This is an optimization exercise on Yosys and OpenROAD, whose aim is small area and a short achievable clock period, not a production implementation. Function was checked by simulation only, so behaviour that the tests miss may differ from the original. The clock port is modelled as an ideal driver; clocking choices that lean on that would not hold on a real chip. Power figures rest on the tool's default switching activity, not on a simulated workload.

## v25
Design circular_deque_top, start of the top module:
module circular_deque_top (
   input  wire logic                     clock,
   input  wire logic                     reset,
   input  wire logic                     req_valid,
   output logic                          req_ready,
   input  wire logic [34:0]              req_payload,
   output logic                          rsp_valid,
   input  wire logic                     rsp_ready,
   output logic [35:0]                   rsp_payload
);
Size in the first run: ~0.042 mm^2 of cells after synthesis.
export LEC_CHECK = 0
export CAP_MARGIN = 20
export CORE_MARGIN = 2
export CORE_UTILIZATION = 55
export CTS_CLUSTER_DIAMETER = 70
export CTS_CLUSTER_SIZE = 24
export SLEW_MARGIN = 20
create_clock -name core_clock -period 4.2 [get_ports {clock}]
standard.sh (not shown) runs the stock make flow with config.mk's settings and CLKGATE_MAP_FILE= SYNTH_SCRIPT=/design/flow/synth_recipe.tcl, a recipe that flattens the netlist after the stock synthesis.
==> flow/flow/run.sh <==
#!/bin/bash
# Standard ORFS layout, run stage by stage: no setup margin before clock tree
# synthesis (with ideal clocks the margin only oversizes gates), then one setup
# margin for the repair after clock tree synthesis and a larger one for the
# repair after global routing, ahead of the slack detailed routing loses.
set -euo pipefail
# Ports are buffered with plain buffers instead of the delay cells
# buffer_ports picks on its own, and sizing is not held to each cell's
# footprint, so the repairs may swap a delay cell for a buffer.
read -r CTS_MARGIN GRT_MARGIN < flow/margin.txt
COMMON=(MATCH_CELL_FOOTPRINT=0 "BUFFER_PORTS_ARGS=-buffer_cell sky130_fd_sc_hd__buf_4")
bash standard.sh "${COMMON[@]}" synth > log_synth.txt 2>&1
bash standard.sh "${COMMON[@]}" SETUP_SLACK_MARGIN=0 floorplan > log_floorplan.txt 2>&1
bash standard.sh "${COMMON[@]}" SETUP_SLACK_MARGIN=0 place > log_place.txt 2>&1
bash standard.sh "${COMMON[@]}" SETUP_SLACK_MARGIN=$CTS_MARGIN cts > log_cts.txt 2>&1
bash standard.sh "${COMMON[@]}" SETUP_SLACK_MARGIN=$GRT_MARGIN finish > log_finish.txt 2>&1
test -f out/final.def
==> flow/flow/margin.txt <==
2.0 2.2
Relative to v25, the following input files were edited for v24:
==> flow/flow/run.sh <==
#!/bin/bash
# Standard ORFS layout, run stage by stage:
# - no setup margin before clock tree synthesis (with ideal clocks the margin
#   only oversizes gates), then the setup margin for the repairs after clock
#   tree synthesis and global routing;
# - ports buffered with plain buffers instead of the delay cells buffer_ports
#   picks on its own, and sizing not held to each cell's footprint, so the
#   repairs may swap a delay cell for a buffer.
set -euo pipefail
MARGIN=$(cat flow/margin.txt)
COMMON=(MATCH_CELL_FOOTPRINT=0 "BUFFER_PORTS_ARGS=-buffer_cell sky130_fd_sc_hd__buf_4")
bash standard.sh "${COMMON[@]}" synth > log_synth.txt 2>&1
bash standard.sh "${COMMON[@]}" SETUP_SLACK_MARGIN=0 floorplan > log_floorplan.txt 2>&1
bash standard.sh "${COMMON[@]}" SETUP_SLACK_MARGIN=0 place > log_place.txt 2>&1
bash standard.sh "${COMMON[@]}" SETUP_SLACK_MARGIN=$MARGIN cts > log_cts.txt 2>&1
bash standard.sh "${COMMON[@]}" SETUP_SLACK_MARGIN=$MARGIN finish > log_finish.txt 2>&1
test -f out/final.def
==> flow/flow/margin.txt <==
1.9
diff --git a/flow/config.mk b/flow/config.mk
--- a/flow/config.mk
+++ b/flow/config.mk
@@ -9,5 +9,5 @@
 export CORE_MARGIN = 2
 export CORE_UTILIZATION = 55
-export CTS_CLUSTER_DIAMETER = 70
-export CTS_CLUSTER_SIZE = 24
+export CTS_CLUSTER_DIAMETER = 80
+export CTS_CLUSTER_SIZE = 30
 export SLEW_MARGIN = 20
Compared with v25, v24 ends up with a smaller final cell area.
Non-clock buffer count, v24 vs v25: down by more than a quarter
Global-route met1 utilization, v25 and v24: lower on v25
In the final design statistics, v24 uses fewer standard cells in total than v25.
In the flow results for v25 and v24, the global-route usage is larger on v25.
v25 → v24: met3 routing resource usage after global routing lower; total via count in the routed design dropped 5.7%; part of the total power dissipated in the clock network saw a decrease; net switching power saw a decrease; sequential cell fraction of total power has increased.
## Diff of input files: v23 against v24
==> flow/flow/margin.txt <==
2.0
diff --git a/flow/config.mk b/flow/config.mk
--- a/flow/config.mk
+++ b/flow/config.mk
@@ -9,5 +9,5 @@
 export CORE_MARGIN = 2
 export CORE_UTILIZATION = 55
-export CTS_CLUSTER_DIAMETER = 80
-export CTS_CLUSTER_SIZE = 30
+export CTS_CLUSTER_DIAMETER = 70
+export CTS_CLUSTER_SIZE = 24
 export SLEW_MARGIN = 20
Results
Multi-input gate share of total cell area (higher): v24. v23 vs v24 — DRC violation total after the first TritonRoute iteration climbed slightly. Part of the total power dissipated in the clock network for v23 is higher than for v24. Compared with v24, in v23 final area shows an increase of 1000 um^2; aggregate routed wire length increased by 3.3% relative to the old numbers. Signed area change from the synthesized netlist to the final layout was higher in the run labelled v23. v23 against v24; via count is up by a few percent. Taking v24 as the reference, in v23 post-CTS repair timing setup buffer count increased 6; count of clock buffers in the final design picked up an extra 11; post-synthesis mux area share held.

* * *

circular_deque_top again, from the RTL that the note above started with.
export LEC_CHECK = 0
export CAP_MARGIN = 20
export CORE_MARGIN = 2
export CORE_UTILIZATION = 55
export CTS_CLUSTER_DIAMETER = 70
export CTS_CLUSTER_SIZE = 24
export SLEW_MARGIN = 20
create_clock -name core_clock -period 4.2 [get_ports {clock}]
==> flow/flow/run.sh <==
#!/bin/bash
# Standard ORFS layout, run stage by stage: no setup margin before clock tree
# synthesis (with ideal clocks the margin only oversizes gates), then one setup
# margin for the repair after clock tree synthesis and a larger one for the
# repair after global routing, ahead of the slack detailed routing loses.
set -euo pipefail
# Ports are buffered with plain buffers instead of the delay cells
# buffer_ports picks on its own, and sizing is not held to each cell's
# footprint, so the repairs may swap a delay cell for a buffer.
read -r CTS_MARGIN GRT_MARGIN < flow/margin.txt
COMMON=(MATCH_CELL_FOOTPRINT=0 "BUFFER_PORTS_ARGS=-buffer_cell sky130_fd_sc_hd__buf_4")
bash standard.sh "${COMMON[@]}" synth > log_synth.txt 2>&1
bash standard.sh "${COMMON[@]}" SETUP_SLACK_MARGIN=0 floorplan > log_floorplan.txt 2>&1
bash standard.sh "${COMMON[@]}" SETUP_SLACK_MARGIN=0 place > log_place.txt 2>&1
bash standard.sh "${COMMON[@]}" SETUP_SLACK_MARGIN=$CTS_MARGIN cts > log_cts.txt 2>&1
bash standard.sh "${COMMON[@]}" SETUP_SLACK_MARGIN=$GRT_MARGIN finish > log_finish.txt 2>&1
test -f out/final.def
==> flow/flow/margin.txt <==
1.9 2.1
The first run produced a clean layout.
Edit:
==> flow/flow/run.sh (replaced) <==
#!/bin/bash
# Standard ORFS layout, run stage by stage:
# - no setup margin before clock tree synthesis (with ideal clocks the margin
#   only oversizes gates), then the setup margin for the repairs after clock
#   tree synthesis and global routing;
# - ports buffered with plain buffers instead of the delay cells buffer_ports
#   picks on its own, and sizing not held to each cell's footprint, so the
#   repairs may swap a delay cell for a buffer.
set -euo pipefail
MARGIN=$(cat flow/margin.txt)
COMMON=(MATCH_CELL_FOOTPRINT=0 "BUFFER_PORTS_ARGS=-buffer_cell sky130_fd_sc_hd__buf_4")
bash standard.sh "${COMMON[@]}" synth > log_synth.txt 2>&1
bash standard.sh "${COMMON[@]}" SETUP_SLACK_MARGIN=0 floorplan > log_floorplan.txt 2>&1
bash standard.sh "${COMMON[@]}" SETUP_SLACK_MARGIN=0 place > log_place.txt 2>&1
bash standard.sh "${COMMON[@]}" SETUP_SLACK_MARGIN=$MARGIN cts > log_cts.txt 2>&1
bash standard.sh "${COMMON[@]}" SETUP_SLACK_MARGIN=$MARGIN finish > log_finish.txt 2>&1
test -f out/final.def
==> flow/flow/margin.txt (replaced) <==
1.7
Result: Worst setup slack degrades by 0.18 ns. Synthesized area stays the same. Die area does not change.
Edit:
==> flow/flow/margin.txt (replaced) <==
1.9
The new run finished with timing, DRC and antenna clean. Hold slack is better by 0.017 ns. Wire length goes up by a few percent. Final area goes up by a few percent. First-iteration DRC count goes up by a few percent. Worst setup slack is better by 0.16 ns. Cell count goes up slightly. Clock-buffer cell count does not change. Clock skew goes up by 0.0032 ns.

* * *

harbor:
Another version of the RTL of circular_deque_top (not shown whole).
Size: ~1100 flip-flops.
==> flow/config.mk <==
export PLATFORM = sky130hd
export DESIGN_NAME = circular_deque_top
export DESIGN_NICKNAME = circular_deque_top
export VERILOG_FILES = /design/flow/design.v
export SDC_FILE = /design/flow/constraint.sdc
export NUM_CORES = 4
export LEC_CHECK = 0
export CAP_MARGIN = 20
export CORE_MARGIN = 2
export CORE_UTILIZATION = 55
export CTS_CLUSTER_DIAMETER = 70
export CTS_CLUSTER_SIZE = 24
export SLEW_MARGIN = 20
==> flow/constraint.sdc <==
create_clock -name core_clock -period 4.2 [get_ports {clock}]
set_input_delay 0.8400 -clock core_clock [delete_from_list [all_inputs] [get_ports {clock}]]
set_output_delay 0.8400 -clock core_clock [all_outputs]
set_load 0.01 [all_outputs]
==> flow/flow/run.sh <==
#!/bin/bash
# Standard ORFS layout, run stage by stage: no setup margin before clock tree
# synthesis (with ideal clocks the margin only oversizes gates), then the
# setup margin for the repairs after clock tree synthesis and global routing.
set -euo pipefail
MARGIN=$(cat flow/margin.txt)
bash standard.sh synth > log_synth.txt 2>&1
bash standard.sh SETUP_SLACK_MARGIN=0 floorplan > log_floorplan.txt 2>&1
bash standard.sh SETUP_SLACK_MARGIN=0 place > log_place.txt 2>&1
bash standard.sh SETUP_SLACK_MARGIN=$MARGIN cts > log_cts.txt 2>&1
bash standard.sh SETUP_SLACK_MARGIN=$MARGIN finish > log_finish.txt 2>&1
test -f out/final.def
==> flow/flow/margin.txt <==
1.9
harbor went all the way through the flow, and no timing, DRC or antenna check failed.
Setup changes, harbor to xenon
Settings: a change of CTS_CLUSTER_DIAMETER from 70 to 80; a change of CTS_CLUSTER_SIZE from 24 to 30.
==> flow/flow/run.sh <==
#!/bin/bash
# Standard ORFS layout, run stage by stage:
# - no setup margin before clock tree synthesis (with ideal clocks the margin
#   only oversizes gates), then the setup margin for the repairs after clock
#   tree synthesis and global routing;
# - ports buffered with plain buffers instead of the delay cells buffer_ports
#   picks on its own, and sizing not held to each cell's footprint, so the
#   repairs may swap a delay cell for a buffer.
set -euo pipefail
MARGIN=$(cat flow/margin.txt)
COMMON=(MATCH_CELL_FOOTPRINT=0 "BUFFER_PORTS_ARGS=-buffer_cell sky130_fd_sc_hd__buf_4")
bash standard.sh "${COMMON[@]}" synth > log_synth.txt 2>&1
bash standard.sh "${COMMON[@]}" SETUP_SLACK_MARGIN=0 floorplan > log_floorplan.txt 2>&1
bash standard.sh "${COMMON[@]}" SETUP_SLACK_MARGIN=0 place > log_place.txt 2>&1
bash standard.sh "${COMMON[@]}" SETUP_SLACK_MARGIN=$MARGIN cts > log_cts.txt 2>&1
bash standard.sh "${COMMON[@]}" SETUP_SLACK_MARGIN=$MARGIN finish > log_finish.txt 2>&1
test -f out/final.def
### Flow results
- Fraction of standard cell area in multi-input logic: xenon < harbor
- Compared with harbor, xenon shows HPWL after detailed placement that has gone up by a few percent.
- Post-route total power was lower in the run labelled xenon.
Edits applied to the flow inputs when going from xenon to pepper:
Settings: removing CTS_CLUSTER_DIAMETER (formerly 80); removing CTS_CLUSTER_SIZE (formerly 30).
==> comparison <==
Compared with xenon, in pepper relative max-transition margin now sits lower; fraction of final layout cells with drive strength greater than 1 now sits higher; routed wire length now sits higher.
> inputs changed (pepper -> yarrow)
==> flow/flow/run.sh <==
#!/bin/bash
# Standard ORFS layout, run stage by stage: no setup margin before clock tree
# synthesis (with ideal clocks the margin only oversizes gates), then the
# setup margin for the repairs after clock tree synthesis and global routing.
set -euo pipefail
MARGIN=$(cat flow/margin.txt)
bash standard.sh synth > log_synth.txt 2>&1
bash standard.sh SETUP_SLACK_MARGIN=0 floorplan > log_floorplan.txt 2>&1
bash standard.sh SETUP_SLACK_MARGIN=0 place > log_place.txt 2>&1
bash standard.sh SETUP_SLACK_MARGIN=$MARGIN cts > log_cts.txt 2>&1
bash standard.sh SETUP_SLACK_MARGIN=$MARGIN finish > log_finish.txt 2>&1
test -f out/final.def
Findings:
- The clock group share of total power was comparable across yarrow and pepper.
- Total stage count of the critical path: yarrow vs pepper down 1
- Diff pepper -> yarrow: area growth from synthesis to layout roughly the same; logic gate share of total power closely matched the old numbers.

* * *

circular_deque_top again, from the RTL that the note above started with.
export LEC_CHECK = 0
export CAP_MARGIN = 20
export CORE_MARGIN = 2
export CORE_UTILIZATION = 55
export CTS_CLUSTER_DIAMETER = 80
export CTS_CLUSTER_SIZE = 30
export SLEW_MARGIN = 20
create_clock -name core_clock -period 4.2 [get_ports {clock}]
==> flow/flow/run.sh <==
#!/bin/bash
# Standard ORFS layout, run stage by stage: no setup margin before clock tree
# synthesis (with ideal clocks the margin only oversizes gates), then the
# setup margin for the repairs after clock tree synthesis and global routing.
set -euo pipefail
MARGIN=$(cat flow/margin.txt)
bash standard.sh synth > log_synth.txt 2>&1
bash standard.sh SETUP_SLACK_MARGIN=0 floorplan > log_floorplan.txt 2>&1
bash standard.sh SETUP_SLACK_MARGIN=0 place > log_place.txt 2>&1
bash standard.sh SETUP_SLACK_MARGIN=$MARGIN cts > log_cts.txt 2>&1
bash standard.sh SETUP_SLACK_MARGIN=$MARGIN finish > log_finish.txt 2>&1
test -f out/final.def
Scripts as last shown in full above: flow/flow/margin.txt
==> next run, changes <==
==> flow/run.sh (new file) <==
#!/bin/bash
# synth_recipe.tcl (not shown) runs the flow's synth.tcl, then flattens the netlist and writes it again
# the make line also repeats each setting of config.mk as NAME=value (left out here)
make -C /OpenROAD-flow-scripts/flow DESIGN_CONFIG=/design/flow/config.mk WORK_HOME=/design/flow/orfs CLKGATE_MAP_FILE= SYNTH_SCRIPT=/design/flow/synth_recipe.tcl finish
- CTS_CLUSTER_DIAMETER: 80 -> unset
- CTS_CLUSTER_SIZE: 30 -> unset
- SETUP_SLACK_MARGIN: unset -> 1.9
removed: flow/flow/run.sh
removed: flow/flow/margin.txt
removed: flow/standard.sh
After rerunning:
- critical path depth went down by 6
- via count came out higher by 2.5%
- cell area increases by 6.8%

[static timing again, ports no longer ideal]
How much do the figures lean on ideal ports? The routed layouts below were timed once more, with nothing changed but the port constraints. Step 1, drivers: a clkbuf_16 drives clock and a buf_2 each remaining input, both assumed. Step 2 times the ports against the registers' clock, not the clock port: input delays grow and output delays shrink by t, the midpoint of the rising clock arrivals with the driver on. Slacks: ideal / step 1 / step 2; pairs: ideal / step 1.
| run | shift t [ns] | slack for setup (ns) | hold WS [ns] | worst setup path at the end | worst register clock-pin slew, ns |
|---|---|---|---|---|---|
| v25 | 0.756 | 1.899 / 1.716 / 0.959 | 0.439 / 0.394 / 0.466 | input to register | 0.11 / 0.11 |
| v24 | 0.733 | 1.742 / 1.661 / 0.928 | 0.449 / 0.404 / 0.469 | input to register | 0.12 / 0.12 |
| v23 | 0.756 | 1.877 / 1.775 / 1.019 | 0.440 / 0.396 / 0.467 | input to register | 0.11 / 0.11 |
| the first run of note 2 | 0.753 | 1.812 / 1.668 / 0.915 | 0.437 / 0.394 / 0.465 | input to register | 0.11 / 0.11 |
| the second run of note 2 | 0.747 | 1.628 / 1.628 / 0.911 | 0.430 / 0.387 / 0.468 | input to register | 0.11 / 0.11 |
| the third run of note 2 | 0.745 | 1.786 / 1.650 / 0.905 | 0.447 / 0.404 / 0.465 | input to register | 0.11 / 0.11 |
| harbor | 0.731 | 1.770 / 1.721 / 0.990 | 0.427 / 0.457 / 0.457 | input to register | 0.10 / 0.10 |
| xenon | 0.719 | 1.847 / 1.757 / 1.038 | 0.456 / 0.433 / 0.456 | input to register | 0.12 / 0.12 |
| pepper | 0.754 | 1.816 / 1.800 / 1.046 | 0.432 / 0.389 / 0.449 | input to register | 0.07 / 0.07 |
| yarrow | 0.746 | 1.856 / 1.757 / 1.010 | 0.430 / 0.456 / 0.456 | input to register | 0.07 / 0.07 |
| the first run of note 4 | 0.714 | 1.838 / 1.746 / 1.032 | 0.461 / 0.461 / 0.461 | input to register | 0.12 / 0.12 |
| the second run of note 4 | 0.749 | 1.817 / 1.817 / 1.081 | 0.442 / 0.442 / 0.442 | input to register | 0.07 / 0.07 |
After both steps every run listed still meets setup and hold. For v25, which loses most, drivers alone change the setup slack by -0.183 ns; drivers and shift together by -0.940 ns.
